Source: an optimization exercise on an open RTL-to-GDS flow (aim: small area). Production flows keep margins and buffers that such runs may drop. The RTL was checked by simulation tests, not by an equivalence proof against the original design. Power figures rest on the tool's default switching activity, not on a simulated workload.

<file path="config.mk">
export PLATFORM = sky130hd
export DESIGN_NAME = tpic_readback
export DESIGN_NICKNAME = tpic_readback
export VERILOG_FILES = /design/flow/design.v
export SDC_FILE = /design/flow/constraint.sdc
export NUM_CORES = 4
export LEC_CHECK = 0
export ABC_AREA = 1
export CAP_MARGIN = 20
export CORE_AREA = 2 2 368 88
export CTS_BUF_LIST = sky130_fd_sc_hd__clkbuf_8
export CTS_CLUSTER_DIAMETER = 60
export CTS_CLUSTER_SIZE = 14
export DIE_AREA = 0 0 370 90
export SLEW_MARGIN = 20
export SYNTH_HIERARCHICAL = 1
export SYNTH_MINIMUM_KEEP_SIZE = 0
</file>
<file path="constraint.sdc">
create_clock -name core_clock -period 10.0 [get_ports {clk_i}]
set_input_delay 2.0000 -clock core_clock [delete_from_list [all_inputs] [get_ports {clk_i}]]
set_output_delay 2.0000 -clock core_clock [all_outputs]
set_load 0.01 [all_outputs]
</file>
<file path="design.v">
module tpic_readback #(
    parameter int WIDTH   = 432,
    parameter int CLK_DIV = 2
) (
    input  logic             clk_i,
    input  logic             reset_n_i,
    input  logic             start_i,
    input  logic [WIDTH-1:0] data_i,
    input  logic             tpic_miso_i,
    output logic             sclk_o,
    output logic             sout_o,
    output logic             rck_o,
    output logic             busy_o,
    output logic             done_o,
    output logic [WIDTH-1:0] readback_o,
    output logic             mismatch_o,
    output logic [15:0]      error_count_o
);
    localparam int BW = (WIDTH > 1) ? $clog2(WIDTH) : 1;
    localparam int EW = $clog2(WIDTH + 1);
    localparam logic [BW-1:0] LAST_BIT = BW'(WIDTH - 1);
    logic             busy_q;      
    logic             ld_q;        
    logic             fin_q;       
    logic             done_q;
    logic             seen_q;      
    logic             ph0_q, ph1_q;
    logic [BW-1:0]    bitCnt_q;    
    logic             cap_q;       
    logic             msb;         
    logic [EW-1:0]    errCount;
    wire ld   = ~busy_q & start_i;              
    wire run  = busy_q & ~ld_q & ~fin_q;        
    wire capt = ph0_q & ~ph1_q;                 
    wire sh   = ph1_q & ~ph0_q;                 
    wire last = sh & ((bitCnt_q & LAST_BIT) == LAST_BIT);
    always_ff @(posedge clk_i or negedge reset_n_i) begin
        if (!reset_n_i) begin
            busy_q <= 1'b0;
            ld_q   <= 1'b0;
            fin_q  <= 1'b0;
            done_q <= 1'b0;
            seen_q <= 1'b0;
            ph0_q  <= 1'b0;
            ph1_q  <= 1'b0;
        end else begin
            busy_q <= ld | (busy_q & ~fin_q);
            ld_q   <= ld;
            fin_q  <= last;
            done_q <= fin_q;
            seen_q <= seen_q | ld;
            ph0_q  <= run & ~ph1_q;
            ph1_q  <= run & ph0_q;
        end
    end
    always_ff @(posedge clk_i) begin
        if (ld_q)
            bitCnt_q <= '0;
        else if (sh)
            bitCnt_q <= bitCnt_q + BW'(1);
        if (capt)
            cap_q <= tpic_miso_i;
    end
    tpic_readback_image #(
        .WIDTH (WIDTH)
    ) u_image (
        .clk_i       (clk_i),
        .reset_n_i   (reset_n_i),
        .data_i      (data_i),
        .ld_i        (ld),
        .nsh_i       (~sh),
        .nhd_i       (ld | sh),
        .cap_i       (cap_q),
        .seen_i      (seen_q),
        .clr_i       (ld_q),
        .capt_i      (capt),
        .miso_i      (tpic_miso_i),
        .msb_o       (msb),
        .rb_o        (readback_o),
        .errCount_o  (errCount)
    );
    assign sclk_o        = ph1_q;
    assign sout_o        = busy_q & ~fin_q & msb;
    assign rck_o         = 1'b0;
    assign busy_o        = busy_q;
    assign done_o        = done_q;
    assign mismatch_o    = |errCount;
    assign error_count_o = 16'(errCount);
endmodule
module tpic_readback_image #(
    parameter int WIDTH = 432,
    parameter int EW    = $clog2(WIDTH + 1)
) (
    input  logic             clk_i,
    input  logic             reset_n_i,
    input  logic [WIDTH-1:0] data_i,
    input  logic             ld_i,
    input  logic             nsh_i,
    input  logic             nhd_i,
    input  logic             cap_i,
    input  logic             seen_i,
    input  logic             clr_i,
    input  logic             capt_i,
    input  logic             miso_i,
    output logic             msb_o,
    output logic [WIDTH-1:0] rb_o,
    output logic [EW-1:0]    errCount_o
);
    logic [WIDTH-1:0] imgN_q;
    logic [EW-1:0]    errCount_q;
    wire [WIDTH-1:0] prevN = {imgN_q[WIDTH-2:0], ~cap_i};
    wire [WIDTH-1:0] t     = ~((prevN | {WIDTH{nsh_i}}) & (imgN_q | {WIDTH{nhd_i}}));
    always_ff @(posedge clk_i) begin
        imgN_q <= ~((data_i & {WIDTH{ld_i}}) | t);
    end
    always_ff @(posedge clk_i or negedge reset_n_i) begin
        if (!reset_n_i)
            errCount_q <= '0;
        else if (clr_i)
            errCount_q <= '0;
        else if (capt_i && (miso_i == imgN_q[WIDTH-1]))
            errCount_q <= errCount_q + EW'(1);
    end
    assign msb_o      = ~imgN_q[WIDTH-1];
    assign rb_o       = ~imgN_q & {WIDTH{seen_i}};
    assign errCount_o = errCount_q;
endmodule
</file>
<file path="flow/run.sh">
#!/bin/bash
# The standard layout with two changes:
# - the port buffers are the platform's smallest buffer (buf_1) rather than
#   the one buffer_ports picks by default;
# - CTS inserts no dummy loads (same clustering settings as config.mk).
set -euo pipefail
CTS='-sink_clustering_enable -repair_clock_nets -dont_use_dummy_load -buf_list sky130_fd_sc_hd__clkbuf_8 -sink_clustering_size 14 -sink_clustering_max_diameter 60'
bash standard.sh 'BUFFER_PORTS_ARGS=-buffer_cell sky130_fd_sc_hd__buf_1' "CTS_ARGS=$CTS" finish > standard.log 2>&1
</file>
<file path="standard.sh">
#!/bin/bash
# synth_recipe.tcl (not shown) runs the flow's synth.tcl, then flattens the netlist and writes it again
# the make line also repeats each setting of config.mk as NAME=value (left out here)
make -C /OpenROAD-flow-scripts/flow DESIGN_CONFIG=/design/flow/config.mk WORK_HOME=/design/flow/orfs CLKGATE_MAP_FILE= SYNTH_SCRIPT=/design/flow/synth_recipe.tcl "${@:-finish}"
</file>
==> reports/metrics.cfg, run 1 <==
[cts]
cts_setup_buffers=0
clockBufferDepth=3
cts-hold-fix-buffers=0
cts.clk_slew.worst_paths_ns=0.09
clock_latency_ns=0.58
htree_levels=2
cts_tree=built
cts_made_buffers=38
ctsResizeCount=0
clock-sinks=458
cts-root-buf=clkbuf_8

[sta]
finalCritPeriodShare_pct=49.02
skew_ns=0.01898
drv_slew=0
setup_slack_ns=5.098
tightest_slew_ns=1.099
min_period_ns=4.902
setup_viol=0
finalHoldViolCount=0
maxSlewHeadroom_pct=26.75
max_freq_mhz=204.0
rsz0062_at_grt=false
finalSetupTns_ns=0

[synth]
yosysMostFrequentCell=nor2_1
synth_top_area_share_pct=49.64
syn_area_per_cell_um2=8.460
synthCells=2102
yosys_warnings=8
ys_seq_area_share_pct=52.07
ys_top_cells_by_area=dfxtp_1, o22ai_1, a21oi_1
synth_top_area_cell=dfxtp_1
syn_area_um2=17780
synth_common_cells=nor2_1, dfxtp_1, a21oi_1
yosys_register_bits=458
synth_ff_type=dfxtp_1
synth_edf_count=1
synthArstFlopShare_pct=3.493
ys_types=29

[critical_path]
setup.worst_path.class=register to primary output
arrival_ns=2.90
cp-end-kind=primary output
cp_num_buf_inv=3
worstPathRequired_ns=8.00
cp_slowest_cell=buf_4
path_cells=clkinv_8, buf_4, nor2_1, buf_1
cp-start-kind=register
crit_fanout=199
cp_top_family=buffers and inverters
max_stage_delay_ns=0.85

[cells_and_area]
area_growth_pct=18.03
fillers=2791
seqCellArea_um2=9259
final_layout_size_suffix_gt1_share_pct=2.253
final_util_pct=68.07
multi_input_area_um2=7112
final_nets=3281

[floorplan]
dieArea_um2=33300
ios=890
fp.dieH_um=90
initial_core_util_pct=57.67
die_w_um=370
design.core.area_um2=30840
num_rows=31

[detailed_routing]
dr.pass1.iters=5
finalWirelength_mm=59.78
routedWlPerCell_um=18.25
drc=0
dr_total_vias=18900
drt-initial-drc-count=1805
drtAntennaViolNets=0
vias_per_cell=5.769

[global_route]
antenna_found_initial=8
grt_max_degree=221
grt_pass1_vias=17130
gr-total-overflow=0
grt_pass1_wl_mm=90.56
grt.total_usage_pct=33.63

[placed_design]
port_buffers=881
place_ws_ns=4.906
gp_congestion=0.9550
dpl.hpwl_mm=41.16

[status]
status=finished clean

[power_and_ir_drop]
power_frac_clock_pct=22.3
power_switching_mw=1.333
swShare_pct=31.47
p_leak_nw=7.509
p_comb_share_pct=20.2
internal_power_mw=2.903
irDropWorstVdd_v=0.0001322
p_per_area_nw_per_um2=201.8
p_seq_share_pct=57.5
totalPowerFinal_mw=4.236

[hold_path]
hold_class=register to register

[run]
drv_cap=0

-- worst paths after layout --
path                                        from                                end  slack [ns]  depth (start not counted)
worst min register to register   fin_q$_DFF_PN0_                   done_q$_DFF_PN0_        0.38                          0
worst max-delay path            seen_q$_DFF_PN0_                     readback_o[38]        5.10                          4
min in group asynchronous              reset_n_i  u_image.errCount_q[1]$_DFFE_PN0P_        1.52                          1
worst min-delay path             fin_q$_DFF_PN0_                   done_q$_DFF_PN0_        0.38                          0
worst max register to register   ph1_q$_DFF_PN0_         u_image.imgN_q[65]$_DFF_P_        6.20                          8
max in group asynchronous              reset_n_i                    fin_q$_DFF_PN0_        7.92                          1
-- placed cells by master, fill, tap and decap left out, drive strengths merged, types with 16 or more instances in the layout --
master	synthesis	layout
inv	25	24
a21oi	439	439
o22ai	431	431
nor2	470	470
clkbuf	12	38
nand2	46	46
buf	187	893
nand3	16	16
dfxtp	441	441
dfrtp	16	16
-- through the flow --
step           instance area (um2)  std cells  hold WS [ns]
2_1_floorplan                17810       2109        0.3537
3_3_place_gp                 20440       3232        0.3644
3_5_place_dp                 20440       3232        0.3632
4_1_cts                      20970       3270        0.3838
5_1_grt                      20970       3270        0.4061
6_report                     20990       3276        0.3850
-- sequential cells by signal, indices dropped and copies added (netlist names) --
register	cells
seen_q	1
ph0_q	1
u_image.imgN_q	432
u_image.errCount_q	9
busy_q	1
ld_q	1
ph1_q	1
cap_q	1
done_q	1
bitCnt_q	9
fin_q	1
-- final cells by class --
type	instances	share of cell area [%]
Antenna cell	6	0.07153
Clock buffer	38	2.492
Inverter	26	0.5604
Multi-Input combinational cell	1426	33.88
Sequential cell	458	44.11
Tap cell	429	2.557
Timing Repair Buffer	893	16.32
-- layer usage --
metal / share of wire (%) / GRT usage (%)
met1: 40 / 41.69
met2: 49 / 56.99
met3: 7.7 / 9.371
met4: 2.9 / 10.70
met5: 0.043 / 0
-- worst register-to-register path, delay by kind of cell (launching register included) --
| family | cells | cell delay (ns) |
|---|---|---|
| buffers and inverters | 4 | 2.02 |
| and+or+nand+nor | 2 | 0.80 |
| DFF | 1 | 0.48 |
| AOI/OAI and AO/OA | 2 | 0.43 |
-- logic make-up after synthesis --
logic type	after synthesis	share of synthesized area (%)
AND/OR/NAND/NOR	539	11.84
other	1	0.02109
AO/OA/AOI/OAI	876	27.71
XOR/XNOR	1	0.04926
flip-flops	458	52.07
buffers and inverters	225	8.176
adder cells (fa/ha/maj)	2	0.1407
-- power groups by stage --
stage / Combinational [mW] / Sequential, mW / Clock (mW)
2_1_floorplan: 0.578 / 2.39 / 0
3_3_place_gp: 0.823 / 2.45 / 0
3_5_place_dp: 0.851 / 2.46 / 0
4_1_cts: 0.854 / 2.42 / 0.963
5_1_grt: 0.948 / 2.48 / 1.05
6_report: 0.855 / 2.44 / 0.945
==> run 2, diff against run 1 <==
--- a/design.v
+++ b/design.v
@@ -37,23 +37,21 @@
     always_ff @(posedge clk_i or negedge reset_n_i) begin
         if (!reset_n_i) begin
             busy_q <= 1'b0;
-            ld_q   <= 1'b0;
             fin_q  <= 1'b0;
             done_q <= 1'b0;
             seen_q <= 1'b0;
-            ph0_q  <= 1'b0;
             ph1_q  <= 1'b0;
         end else begin
             busy_q <= ld | (busy_q & ~fin_q);
-            ld_q   <= ld;
             fin_q  <= last;
             done_q <= fin_q;
             seen_q <= seen_q | ld;
-            ph0_q  <= run & ~ph1_q;
             ph1_q  <= run & ph0_q;
         end
     end
     always_ff @(posedge clk_i) begin
+        ld_q  <= ld;
+        ph0_q <= run & ~ph1_q;
         if (ld_q)
             bitCnt_q <= '0;
         else if (sh)
==> flow/run.sh (replaced) <==
#!/bin/bash
# The standard layout with two changes:
# - the port buffers are the platform's smallest buffer (buf_1) rather than
#   the one buffer_ports picks by default;
# - CTS inserts no dummy loads (same clustering settings as config.mk).
set -euo pipefail
CTS='-sink_clustering_enable -repair_clock_nets -dont_use_dummy_load -buf_list sky130_fd_sc_hd__clkbuf_8 -sink_clustering_size 16 -sink_clustering_max_diameter 60'
bash standard.sh 'BUFFER_PORTS_ARGS=-buffer_cell sky130_fd_sc_hd__buf_1' "CTS_ARGS=$CTS" finish > standard.log 2>&1
--- a/config.mk
+++ b/config.mk
@@ -10,7 +10,7 @@
 export CORE_AREA = 2 2 368 88
 export CTS_BUF_LIST = sky130_fd_sc_hd__clkbuf_8
 export CTS_CLUSTER_DIAMETER = 60
-export CTS_CLUSTER_SIZE = 14
+export CTS_CLUSTER_SIZE = 16
 export DIE_AREA = 0 0 370 90
 export SLEW_MARGIN = 20
 export SYNTH_HIERARCHICAL = 1
==> run 2 against run 1 <==
Net effect: first-iteration DRC count fell by 4.3%; core utilization fell by 0.21 points; die area did not move; clock skew is 0.014 ns higher; final cell count down 0.21%; design area shrank 0.32%; flip-flop and latch count unchanged; critical path depth is the same; count of clock-buffer cells in the layout decreased by 4; largest cell class unchanged; largest power group unchanged.
==> reports/metrics.cfg, run 2 <==
[synth]
yosys_warnings=8  ; unchanged
ys_seq_area_share_pct=52.04  ; about the same
yosysMostFrequentCell=nor2_1
synth_ff_type=dfxtp_1
synth_top_area_cell=dfxtp_1
synth_common_cells=nor2_1, dfxtp_1, a21oi_1
syn_area_per_cell_um2=8.455  ; about the same
ys_types=29  ; unchanged
synthCells=2102  ; unchanged
synth_top_area_share_pct=49.90  ; +0.25 points
ys_top_cells_by_area=dfxtp_1, o22ai_1, a21oi_1
yosys_register_bits=458  ; unchanged
synth_edf_count=1  ; unchanged
syn_area_um2=17770  ; about the same
synthArstFlopShare_pct=3.057  ; -0.44 points

[cts]
cts-hold-fix-buffers=0  ; unchanged
htree_levels=2  ; unchanged
cts-root-buf=clkbuf_8
cts_tree=built
clock_latency_ns=0.59  ; about the same
clockBufferDepth=3  ; unchanged
cts_setup_buffers=0  ; unchanged
cts.clk_slew.worst_paths_ns=0.10  ; about the same
ctsResizeCount=0  ; unchanged
clock-sinks=458  ; unchanged
cts_made_buffers=34  ; -11%

[critical_path]
worstPathRequired_ns=8.00  ; about the same
crit_fanout=123  ; -38%
cp-end-kind=primary output
arrival_ns=3.00  ; +0.10 ns
rrSetupSlack_ns=6.57  ; +0.37 ns
setup.worst_path.class=register to primary output
r2r-end=u_image.imgN_q[386]$_DFF_P_
r2r_start=busy_q$_DFF_PN0_
cp-start-kind=register
reg2reg_depth=5  ; -3

[sta]
rsz0062_at_grt=false
drv_slew=0  ; unchanged
maxSlewHeadroom_pct=26.12  ; -0.63 points
finalHoldViolCount=0  ; unchanged
setup_slack_ns=5.005  ; -0.09305 ns
finalCritPeriodShare_pct=49.95  ; +0.93 points
finalSetupTns_ns=0  ; unchanged
skew_ns=0.03324  ; +0.01425 ns
hold_slack_ns=0.3709  ; -0.01406 ns
max_freq_mhz=200.2  ; -1.9%
min_period_ns=4.995  ; +0.09305 ns
tightest_slew_ns=1.108  ; +0.009476 ns
setup_viol=0  ; unchanged

[cells_and_area]
final_design_area_no_fill_um2=20920  ; -0.32%
final_nets=3276  ; -0.15%
final_layout_size_suffix_gt1_share_pct=2.080  ; -0.17 points
multi_input_area_um2=7112  ; unchanged
final_util_pct=67.85  ; -0.21 points
seqCellArea_um2=9249  ; -0.11%
reg_top3=u_image.imgN_q x432, bitCnt_q x9, u_image.errCount_q x9
largest-register=u_image.imgN_q
area_growth_pct=17.72
layout_common_cells=buf_1, nor2_1, dfxtp_1, a21oi_1, o22ai_1
final_common_cell=buf_1
fillers=2837  ; +1.6%
finalNonFillerCells=3269  ; -0.21%
largest_reg_flops=432  ; unchanged

[detailed_routing]
drtAntennaViolNets=0  ; unchanged
routedWlPerCell_um=18.07  ; -0.98%
vias_per_cell=5.732  ; -0.64%
dr.pass1.iters=6  ; +1
dr_total_vias=18740  ; -0.86%
finalWirelength_mm=59.07  ; -1.2%
drt-initial-drc-count=1728  ; -4.3%
drc=0  ; unchanged

[floorplan]
ios=890  ; unchanged
die_w_um=370  ; unchanged
design.core.area_um2=30840  ; unchanged
dieArea_um2=33300  ; unchanged
initial_core_util_pct=57.64  ; about the same
num_rows=31  ; unchanged
fp.dieH_um=90  ; unchanged

[global_route]
grt_pass1_vias=17140  ; +0.082%
grt_pass1_wl_mm=89.84  ; -0.79%
grt_max_degree=231  ; +4.5%
grt.total_usage_pct=33.22  ; -0.41 points
antenna_found_initial=8  ; unchanged
gr-total-overflow=0  ; unchanged

[power_and_ir_drop]
swShare_pct=33.72  ; +2.3 points
irDropWorstVdd_v=0.00009938  ; -25%
power_switching_mw=1.551  ; +16%
totalPowerFinal_mw=4.601  ; +8.6%
p_per_area_nw_per_um2=219.9  ; +8.9%
p_seq_share_pct=56.4  ; -1.1 points
p_leak_nw=7.483  ; -0.34%
p_comb_share_pct=23.9  ; +3.7 points
power_frac_clock_pct=19.7  ; -2.6 points
internal_power_mw=3.049  ; +5.0%

[placed_design]
dpl.hpwl_mm=40.46  ; -1.7%
place_ws_ns=4.759  ; -0.1462 ns
port_buffers=881  ; unchanged
dp_cells=3231  ; -0.031%
gp_congestion=0.9566  ; +0.17%
placed_area_um2=20440  ; about the same

[hold_path]
min_to=done_q$_DFF_PN0_
hold_start=fin_q$_DFF_PN0_
whs_path_depth=0  ; unchanged
hold_class=register to register

[status]
status=finished clean

[run]
drv_cap=0  ; unchanged

[run 2: cell types whose count changed after synthesis]
cell | previous run | this run
dfrtp_1 | 16 | 14
dfxtp_1 | 441 | 443
[run 2: power by group through the flow]
stage               Sequential [mW]  Combinational [mW]  Clock [mW]
finish                         2.59                1.10       0.908
global placement               2.61                1.06           0
CTS                            2.58                1.10       0.920
global route                   2.65                1.22       0.995
floorplan                      2.53               0.782           0
detailed placement             2.62                1.09           0
[run 2: layer usage]
layer | part of all wire (%) | up-vias | track usage, %
li1 | - | 8982 | -
met5 | 0.039 | - | 0
met3 | 7.4 | 173 | 8.454
met4 | 3.5 | 4 | 11.52
met1 | 41 | 8909 | 41.34
met2 | 49 | 669 | 56.31
[run 2: cell type report]
type | instances | share of cell area, %
Antenna cell | 4 | 0.04784
Clock buffer | 34 | 2.237
Inverter | 26 | 0.5382
Multi-Input combinational cell | 1426 | 33.99
Sequential cell | 458 | 44.21
Tap cell | 429 | 2.565
Timing Repair Buffer | 892 | 16.42
[run 2: critical path, stage by stage, from the launching register on]
cell and delay, ns:
dfrtp_1 0.45, inv_8 0.44, buf_4 0.77, nor2_1 0.33, buf_1 0.22
[run 2: cell families after synthesis]
group | share of synthesized area [%]
XOR/XNOR | 0.04929
other | 0.02110
adder cells (fa/ha/maj) | 0.1408
buffers and inverters | 8.180
AO/OA/AOI/OAI | 27.72
AND/OR/NAND/NOR | 11.85
flip-flops | 52.04
[run 2: worst max-delay path by stage]
| stage | from | to | slack (ns) | depth (start not counted) |
|---|---|---|---|---|
| 4_1_cts | seen_q$_DFF_PN0_ | readback_o[235] | 5.11 | 4 |
| 5_1_grt | seen_q$_DFF_PN0_ | readback_o[235] | 4.87 | 4 |
| 6_report | seen_q$_DFF_PN0_ | readback_o[235] | 5.00 | 4 |
| 3_3_place_gp | start_i | u_image.imgN_q[431]$_DFF_P_ | 4.77 | 7 |
| 3_5_place_dp | start_i | u_image.imgN_q[287]$_DFF_P_ | 4.76 | 7 |
| 2_1_floorplan | start_i | u_image.imgN_q[42]$_DFF_P_ | 7.06 | 9 |
==> run 3, diff against run 2 <==
--- a/design.v
+++ b/design.v
@@ -40,18 +40,19 @@
             fin_q  <= 1'b0;
             done_q <= 1'b0;
             seen_q <= 1'b0;
+            ph0_q  <= 1'b0;
             ph1_q  <= 1'b0;
         end else begin
             busy_q <= ld | (busy_q & ~fin_q);
             fin_q  <= last;
             done_q <= fin_q;
             seen_q <= seen_q | ld;
+            ph0_q  <= run & ~ph1_q;
             ph1_q  <= run & ph0_q;
         end
     end
     always_ff @(posedge clk_i) begin
         ld_q  <= ld;
-        ph0_q <= run & ~ph1_q;
         if (ld_q)
             bitCnt_q <= '0;
         else if (sh)
==> run 3 against run 2 <==
Net effect: still clean; non-clock buffer count up 2; synthesized area about the same; hold slack improved by 0.055 ns; first-iteration DRC count is 6.7% lower; final cell count about the same; flip-flop and latch count stayed put; wire length decreased by 0.55%; sequential power shrank 6%; design area is 0.10% higher; clock skew fell by 0.012 ns; setup slack gained 0.019 ns; fmax rose by 0.38%; critical path type unchanged.
==> reports/metrics.cfg, run 3 <==
[status]
status=finished clean

[global_route]
antenna_found_initial=5  ; -3
grt_pass1_wl_mm=89.14  ; -0.78%
grt_pass1_vias=17030  ; -0.62%
gr-total-overflow=0  ; unchanged
grt_max_degree=240  ; +3.9%
grt.total_usage_pct=32.85  ; -0.37 points

[synth]
ys_seq_area_share_pct=52.05  ; about the same
synth_edf_count=1  ; unchanged
synth_top_area_share_pct=49.77  ; -0.13 points
yosys_register_bits=458  ; unchanged
ys_types=29  ; unchanged
syn_area_per_cell_um2=8.458  ; about the same
synth_top_area_cell=dfxtp_1
synthArstFlopShare_pct=3.275  ; +0.22 points
syn_area_um2=17780  ; about the same
synth_ff_type=dfxtp_1
ys_top_cells_by_area=dfxtp_1, o22ai_1, a21oi_1
yosysMostFrequentCell=nor2_1
synth_common_cells=nor2_1, dfxtp_1, a21oi_1
yosys_warnings=8  ; unchanged
synthCells=2102  ; unchanged

[sta]
rsz0062_at_grt=false
tightest_slew_ns=1.237  ; +0.1290 ns
setup_viol=0  ; unchanged
min_period_ns=4.976  ; -0.01907 ns
drv_slew=0  ; unchanged
maxSlewHeadroom_pct=17.52  ; -8.6 points
max_freq_mhz=201.0  ; +0.38%
finalSetupTns_ns=0  ; unchanged
skew_ns=0.02109  ; -0.01214 ns
finalCritPeriodShare_pct=49.76  ; -0.19 points
finalHoldViolCount=0  ; unchanged

[cells_and_area]
multi_input_area_um2=7112  ; unchanged
largest-register=u_image.imgN_q
layout_common_cells=buf_1, nor2_1, dfxtp_1, a21oi_1, o22ai_1
area_growth_pct=17.81  ; about the same
final_common_cell=buf_1
final_layout_size_suffix_gt1_share_pct=2.149  ; +0.069 points
fillers=2864  ; +0.95%
reg_top3=u_image.imgN_q x432, bitCnt_q x9, u_image.errCount_q x9
seqCellArea_um2=9254  ; about the same
largest_reg_flops=432  ; unchanged
final_nets=3278  ; +0.061%

[cts]
cts_made_buffers=34  ; unchanged
cts.clk_slew.worst_paths_ns=0.10  ; about the same
cts-root-buf=clkbuf_8
clockBufferDepth=3  ; unchanged
cts-hold-fix-buffers=0  ; unchanged
clock_latency_ns=0.57  ; -0.02 ns
htree_levels=2  ; unchanged
cts_setup_buffers=0  ; unchanged
ctsResizeCount=0  ; unchanged
cts_tree=built
clock-sinks=458  ; unchanged

[detailed_routing]
drtAntennaViolNets=0  ; unchanged
drt-initial-drc-count=1613  ; -6.7%
dr_total_vias=18730  ; -0.021%
vias_per_cell=5.729  ; about the same
drc=0  ; unchanged
dr.pass1.iters=8  ; +2
routedWlPerCell_um=17.97  ; -0.58%
finalWirelength_mm=58.75  ; -0.55%

[power_and_ir_drop]
p_comb_share_pct=20.3  ; -3.6 points
p_seq_share_pct=58.2  ; +1.8 points
p_per_area_nw_per_um2=199.8  ; -9.1%
power_frac_clock_pct=21.5  ; +1.8 points
irDropWorstVdd_v=0.0001017  ; +2.3%
swShare_pct=31.43  ; -2.3 points
totalPowerFinal_mw=4.186  ; -9.0%
power_switching_mw=1.315  ; -15%
p_leak_nw=7.486  ; about the same
internal_power_mw=2.870  ; -5.9%

[placed_design]
dpl.hpwl_mm=40.40  ; -0.14%
gp_congestion=0.9385  ; -1.9%
port_buffers=881  ; unchanged

[floorplan]
initial_core_util_pct=57.65  ; about the same
ios=890  ; unchanged
dieArea_um2=33300  ; unchanged
design.core.area_um2=30840  ; unchanged
num_rows=31  ; unchanged
fp.dieH_um=90  ; unchanged
die_w_um=370  ; unchanged

[run]
drv_cap=0  ; unchanged

[critical_path]
cp-end-kind=primary output
reg2reg_depth=7  ; +2
worstPathRequired_ns=8.00  ; about the same
rrSetupSlack_ns=6.45  ; -0.12 ns
crit_fanout=162  ; +32%
setup.worst_path.class=register to primary output
cp-start-kind=register
arrival_ns=2.98  ; -0.02 ns

[hold_path]
whs_path_depth=0  ; unchanged
hold_class=register to register

run 3: cell count changes in the layout (fill, tap and decap cells not counted), sizes merged:
| cell | before | now |
|---|---|---|
| buf | 892 | 894 |
| dfxtp | 443 | 442 |
| dfrtp | 14 | 15 |
| diode | 4 | 3 |
run 3: per-stage QoR:
| stage | setup WS (ns) | utilization [%] | hold WS [ns] | instances | area, um2 |
|---|---|---|---|---|---|
| finish | 5.024 | 67.92 | 0.4256 | 3270 | 20940 |
| global route | 4.856 | 67.90 | 0.4264 | 3267 | 20940 |
| CTS | 4.891 | 67.79 | 0.4204 | 3266 | 20910 |
| detailed placement | 4.646 | 66.28 | 0.3923 | 3232 | 20440 |
| global placement | 4.762 | 66.28 | 0.3848 | 3232 | 20440 |
| floorplan | 7.064 | - | 0.3537 | 2109 | 17800 |
run 3: cells by family after synthesis:
logic type | Yosys count | share of synthesized area, %
AOI/OAI and AO/OA | 876 | 27.71
and+or+nand+nor | 539 | 11.84
DFF | 458 | 52.05
buffers and inverters | 225 | 8.178
adders and majority gates | 2 | 0.1407
xor gates and xnor gates | 1 | 0.04927
other | 1 | 0.02109
run 3: area by class of cell:
cell class | instances | area share, %
repair buffers | 894 | 16.49
well taps | 429 | 2.563
diodes | 3 | 0.03584
clock buffers | 34 | 2.234
flip-flops and latches | 458 | 44.18
multi-input cells | 1426 | 33.96
inverters | 26 | 0.5377
run 3: layer usage:
layer  part of all wire (%)  GRT usage, %
met3                    7.4         8.298
met1                     39         40.05
met4                    3.1         10.47
met5                  0.046             0
met2                     50         57.18
run 3: power by group through the flow:
stage	combinational [mW]	clock [mW]	sequential, mW
finish	0.851	0.900	2.43
global route	0.947	0.993	2.48
CTS	0.851	0.916	2.42
detailed placement	0.847	0	2.46
global placement	0.818	0	2.45
floorplan	0.578	0	2.39
run 3: path summary, 6_finish.rpt:
kind	from	to
max in group asynchronous	reset_n_i	u_image.errCount_q[7]$_DFFE_PN0P_
worst max-delay path	seen_q$_DFF_PN0_	readback_o[33]
worst min register to register	fin_q$_DFF_PN0_	done_q$_DFF_PN0_
min in group asynchronous	reset_n_i	busy_q$_DFF_PN0_
worst max register to register	busy_q$_DFF_PN0_	u_image.imgN_q[361]$_DFF_P_
worst min-delay path	fin_q$_DFF_PN0_	done_q$_DFF_PN0_
run 3: worst max-delay path, stage by stage, from the launching register on:
cell	delay [ns]
dfrtp_1	0.45
inv_8	0.60
buf_4	0.84
nor2_1	0.13
buf_1	0.17

afterwards: timing with drivers on the ports:
In the flow no input, the clock included, has a driving cell. The finished layouts below were timed again as built, in two steps. Step 1 assumes that a clkbuf_16 drives the clock port and a buf_2 every other input. Step 2 adds t to the input delays and takes it off the output delays; t is the mean of the earliest and latest rising clock arrival at the registers after step 1. Input paths then give back, and output paths get back, about the clock's delay inside the block. Three values: ideal, step 1, step 2; two values: the first two.
| run | t, ns | setup WS [ns] | hold WS [ns] | pins driven straight from the clock port |
|---|---|---|---|---|
| run 1 | 0.629 | 5.098 / 5.041 / 5.031 | 0.385 / 0.385 / 0.385 | 1 |
| run 2 | 0.631 | 5.005 / 4.947 / 4.898 | 0.371 / 0.371 / 0.371 | 1 |
| run 3 | 0.625 | 5.024 / 4.967 / 4.797 | 0.426 / 0.426 / 0.426 | 1 |
After both steps setup and hold are still met in every run listed. For run 3, which loses most, drivers alone change the setup slack by -0.057 ns; drivers and shift together by -0.227 ns.
